Source: an optimization exercise on an open RTL-to-GDS flow (aim: small area, a short achievable clock period and few clock cycles per item). Production flows keep margins and buffers that such runs may drop. At most, simulation tests tie the RTL to the original design; equivalence was not proved. No activity file was given, so power comes from the tool's default toggle rates.

Setup of before:
## apply_front
module apply_front (
	input logic clk,
	input logic reset,
	input logic in_valid,
	output logic in_ready,
	input logic [3-1:0] in_id,
	input logic in_negate,
	input logic [1:0] in_op,
	input logic [16-1:0] in_f,
	input logic [16-1:0] in_g,
	output logic var_req_valid,
	input logic var_req_ready,
	output logic [16-2:0] var_req_node,
	input logic var_resp_valid,
	input logic [8-1:0] var_resp_var,
	input logic cfg_write,
	input logic [8-1:0] cfg_address,
	input logic [32-1:0] cfg_wdata,
	output logic out_valid,
	input logic out_ready,
	output logic [3-1:0] out_id,
	output logic out_negate,
	output logic [1:0] out_op,
	output logic [16-1:0] out_f,
	output logic [16-1:0] out_g,
	output logic out_hit,
	output logic [16-1:0] out_result,
	output logic [8-1:0] out_top,
	output logic out_fetch_f,
	output logic out_fetch_g,
	output logic out_quantify
);
For scale: roughly 2100 cells after synthesis, roughly 600 flip-flops, about 180 I/O pins, about 0.026 mm2 of cells after synthesis.
==> flow/config.mk <==
export PLATFORM = sky130hd
export DESIGN_NAME = apply_front
export DESIGN_NICKNAME = apply_front
export VERILOG_FILES = /design/flow/design.v
export SDC_FILE = /design/flow/constraint.sdc
export NUM_CORES = 4
export LEC_CHECK = 0
export CAP_MARGIN = 20
export CORE_MARGIN = 2
export CORE_UTILIZATION = 40
export CTS_BUF_LIST = sky130_fd_sc_hd__clkbuf_8
export CTS_CLUSTER_DIAMETER = 60
export CTS_CLUSTER_SIZE = 16
export SETUP_SLACK_MARGIN = 3.15
export SLEW_MARGIN = 20
==> flow/constraint.sdc <==
create_clock -name core_clock -period 5.5 [get_ports {clk}]
set_input_delay 1.1000 -clock core_clock [delete_from_list [all_inputs] [get_ports {clk}]]
set_output_delay 1.1000 -clock core_clock [all_outputs]
set_load 0.01 [all_outputs]
run.sh (not shown) runs the stock make flow with config.mk's settings and CLKGATE_MAP_FILE= SYNTH_SCRIPT=/design/flow/synth_recipe.tcl, a recipe that flattens the netlist after the stock synthesis.
Testbench counts of before, summed over its fixed seeds: cycles 9,328, items 4,000.
Changes in after relative to before:
--- a/flow/design.v
+++ b/flow/design.v
@@ -263,13 +263,13 @@
 	assign r_ff = r_fonly || e_x[ri];
 	assign r_fg = r_two ? e_y[ri] : r_fonly ? (e_c[ri][0] || e_y[ri]) : 1'b1;
 	assign r_done = (rp != ip) && !(e_wf[ri] || e_wg[ri]);
 	assign o_load = r_done && (!out_valid || out_ready);
 	assign o_q = (rr_upd && rr_ti == ri) ? qbit : e_q[ri];
 	assign ip_next = i_adv ? ip + 1'b1 : ip;
-	assign head_done_next = !o_load && !(out_valid && !out_ready) && (rp != ip_next) &&
+	assign head_done_next = !o_load && !(out_valid && !out_ready) &&
 		mem_resp_valid && ti == ri && !t_more;
 	always_ff @(posedge clk)
 	begin
 		rr_ti <= ti;
 		if (mem_resp_valid)
 			first_var <= mem_resp_var;
@@ -418,22 +418,24 @@
 	input logic [32-1:0] cfg_wdata,
 	input logic [8-1:0] qvar,
 	output logic qbit  
 );
 	localparam int SEL_W = $clog2((256 / 32));
 	logic [(256 / 32)-1:0][32-1:0] words;
+	logic [32-1:0] wdata;
+	logic wr_any;
 	logic [(256 / 32)-1:0] qcol;
 	logic [SEL_W-1:0] qsel;
+	assign wdata = reset ? '0 : cfg_wdata;
+	assign wr_any = cfg_write && (cfg_address[8-1:SEL_W] == '0);
 	always_ff @(posedge clk)
 	begin
 		for (int i = 0; i < (256 / 32); i++)
 		begin
-			if (reset)
-				words[i] <= '0;
-			else if (cfg_write && cfg_address == i)
-				words[i] <= cfg_wdata;
+			if (reset || (wr_any && cfg_address[SEL_W-1:0] == i))
+				words[i] <= wdata;
 		end
 	end
 	always_ff @(posedge clk)
 	begin
 		for (int i = 0; i < (256 / 32); i++)
 			qcol[i] <= words[i][qvar[4:0]];
==> summary.txt <==
Diff after and before: number of cells produced by synthesis higher in before. The required time reported for the critical path endpoint of after and that of before are within noise of each other. Summary of after over before: setup slack after layout now sits lower; non-clock buffer count now sits lower. [after] overall routing resource usage fell 1.9 points relative to before. Cmp after and before / pin count of the biggest net entering global routing / lower: after. Of the two candidates, before has the better power and after the worse one. When the final numbers for after and before were put side by side, the share of the synthesized area in compound gates (AO/OA/AOI/OAI) turned out to be greater in before. Comparing after and before, the higher wire length of the first global-routing pass was measured on before. After detailed routing, before needs more wire than after. Compared with before, number of clock buffers in the layout in after decreased by a few percent. after ends up with a proportion of power drawn by flip-flops and latches that is 3.2 points higher than in before.
Function not checked in after: the RTL went through the layout flow alone.

* * *

== job 104 ==
Another version of the RTL of apply_front (not shown whole).
Size: about 610 flip-flops, ~180 I/O pins, roughly 27000 µm² of cells after synthesis.
==> flow/config.mk <==
export PLATFORM = sky130hd
export DESIGN_NAME = apply_front
export DESIGN_NICKNAME = apply_front
export VERILOG_FILES = /design/flow/design.v
export SDC_FILE = /design/flow/constraint.sdc
export NUM_CORES = 4
export LEC_CHECK = 0
export CAP_MARGIN = 20
export CORE_MARGIN = 2
export CORE_UTILIZATION = 40
export CTS_BUF_LIST = sky130_fd_sc_hd__clkbuf_8
export SETUP_SLACK_MARGIN = 3.15
export SLEW_MARGIN = 20
==> flow/constraint.sdc <==
create_clock -name core_clock -period 5.5 [get_ports {clk}]
set_input_delay 1.1000 -clock core_clock [delete_from_list [all_inputs] [get_ports {clk}]]
set_output_delay 1.1000 -clock core_clock [all_outputs]
set_load 0.01 [all_outputs]
--- input diff job 104..job 101 ---
--- a/flow/design.v
+++ b/flow/design.v
@@ -148,17 +148,14 @@
 	logic [N-1:0][3-1:0] e_id;
 	logic [N-1:0] e_negate;
 	logic [N-1:0][1:0] e_op;
 	logic [N-1:0][IW-1:0] e_f;  
 	logic [N-1:0][IW-1:0] e_g;
 	logic [N-1:0] e_hit;
-	logic [N-1:0][1:0] e_rsel;
-	logic [N-1:0] e_swap;  
-	logic [N-1:0] e_shared;
+	logic [N-1:0][1:0] e_c;
 	logic [N-1:0][VW-1:0] e_top;  
-	logic [N-1:0] e_nf;  
 	logic [N-1:0] e_x;  
 	logic [N-1:0] e_y;  
 	logic [N-1:0] e_q;
 	logic [N-1:0] e_pf;  
 	logic [N-1:0] e_pg;
 	logic [N-1:0] e_wf;  
@@ -216,13 +213,13 @@
 	assign rq_open = !mem_req_valid || mem_req_ready;
 	assign g_valid = (ip != wp);
 	assign g_pf = e_pf[ii];
 	assign g_pg = e_pg[ii];
 	assign g_avail = g_valid && (g_pf || g_pg);
 	assign g_load = g_avail && rq_open;
-	assign g_node = (g_pf ^ e_swap[ii]) ? e_f[ii][IW-1:1] : e_g[ii][IW-1:1];
+	assign g_node = (g_pf ^ e_c[ii][0]) ? e_f[ii][IW-1:1] : e_g[ii][IW-1:1];
 	assign i_adv = g_valid && (!(g_pf || g_pg) || (g_load && !(g_pf && g_pg)));
 	always_comb
 	begin
 		logic [PW-1:0] k;
 		t_found = 1'b0;
 		ti = ri;
@@ -258,16 +255,16 @@
 		f_top = (second && !le) ? first_var : mem_resp_var;
 		f_upd = !second || le;
 		f_x = second ? ge : is_none;
 		f_y = second ? le : is_none;
 	end
 	assign qvar = mem_resp_var;
-	assign r_fonly = (e_op[ri] == 2'd3) || e_shared[ri];
-	assign r_two = !r_fonly && e_nf[ri];
+	assign r_fonly = (e_op[ri] == 2'd3);
+	assign r_two = !r_fonly && e_c[ri][1];
 	assign r_ff = r_fonly || e_x[ri];
-	assign r_fg = r_two ? e_y[ri] : r_fonly ? (e_shared[ri] || e_y[ri]) : 1'b1;
+	assign r_fg = r_two ? e_y[ri] : r_fonly ? (e_c[ri][0] || e_y[ri]) : 1'b1;
 	assign r_done = (rp != ip) && !(e_wf[ri] || e_wg[ri]);
 	assign o_load = r_done && (!out_valid || out_ready);
 	assign o_q = (rr_upd && rr_ti == ri) ? qbit : e_q[ri];
 	assign ip_next = i_adv ? ip + 1'b1 : ip;
 	assign head_done_next = !o_load && !(out_valid && !out_ready) && (rp != ip_next) &&
 		mem_resp_valid && ti == ri && !t_more;
@@ -316,16 +313,14 @@
 				e_id[i] <= in_id;
 				e_negate[i] <= in_negate;
 				e_op[i] <= in_op;
 				e_f[i] <= in_f;
 				e_g[i] <= in_g;
 				e_hit[i] <= in_hit;
-				e_rsel[i] <= in_rsel;
-				e_swap[i] <= in_swap;
-				e_shared[i] <= in_shared;
-				e_nf[i] <= in_need_f;
+				e_c[i] <= in_hit ? in_rsel :
+					{in_need_f, (in_op == 2'd3) ? in_shared : in_swap};
 			end
 		end
 	end
 	always_ff @(posedge clk)
 	begin
 		for (int i = 0; i < N; i++)
@@ -388,23 +383,23 @@
 		if (o_load)
 		begin
 			out_id <= e_id[ri];
 			out_negate <= e_negate[ri];
 			out_op <= e_op[ri];
 			out_hit <= e_hit[ri];
-			if (e_swap[ri] && !e_hit[ri])
+			if (e_c[ri][0] && !e_hit[ri] && !r_fonly)
 			begin
 				out_f <= e_g[ri];
 				out_g <= e_f[ri];
 			end
 			else
 			begin
 				out_f <= e_f[ri];
 				out_g <= e_g[ri];
 			end
-			case (e_rsel[ri])
+			case (e_hit[ri] ? e_c[ri] : 2'd0)
 				2'd0: out_result <= {16{1'b0}};
 				2'd1: out_result <= {{(16-1){1'b0}}, 1'b1};
 				2'd2: out_result <= e_f[ri];
 				default: out_result <= e_g[ri];
 			endcase
 			out_top <= e_hit[ri] ? {8{1'b1}} : e_top[ri];
==> summary.txt <==
Looking at start point of the critical path, the var_fetch_ctrl_i.mem_req_node[6] result is from job 101; the var_fetch_ctrl_i.ip[0] one comes from job 104.
Going from job 104 to job 101, reg-to-reg setup timing slack rose 70 ps; final critical-path share of the clock period went down; number of standard cells after synthesis roughly the same; worst setup slack went up 60 ps.
Job 101 has fewer flip-flops than job 104.
[compare] base=job 104 new=job 101: fraction of area in multi-input gates saw an increase; area taken by multi-input logic gates saw a decrease.
Testbench counts of job 101, summed over its fixed seeds: cycles 9,328, items 4,000.
Function not checked in job 104: the RTL went through the layout flow alone.

[port drivers added, routing unchanged]
How much do the figures lean on ideal ports? The routed layouts below were timed once more, with nothing changed but the port constraints.
Step 1 assumes that a clkbuf_16 drives the clock port and a buf_2 every other input.
Step 2 also shifts input and output timing later by t, the mid clock arrival at the registers, as if the neighbouring blocks saw the same clock.
a / b / c = no drivers / after step 1 / after step 2; a / b = the first two.
run | t, ns | slack for setup (ns) | worst setup path after step 2 | pins driven straight from the clock port
before | 0.707 | 3.025 / 3.005 / 2.353 | input to register | 1
after | 0.714 | 3.002 / 3.002 / 2.405 | input to register | 1
job 104 | 0.743 | 3.001 / 2.987 / 2.244 | input to register | 1
job 101 | 0.760 | 3.060 / 2.999 / 2.302 | input to register | 1
After both steps setup and hold are still met in every run listed. The setup slack of job 101, which loses most, moves by -0.061 ns with the drivers and by -0.758 ns with both steps.
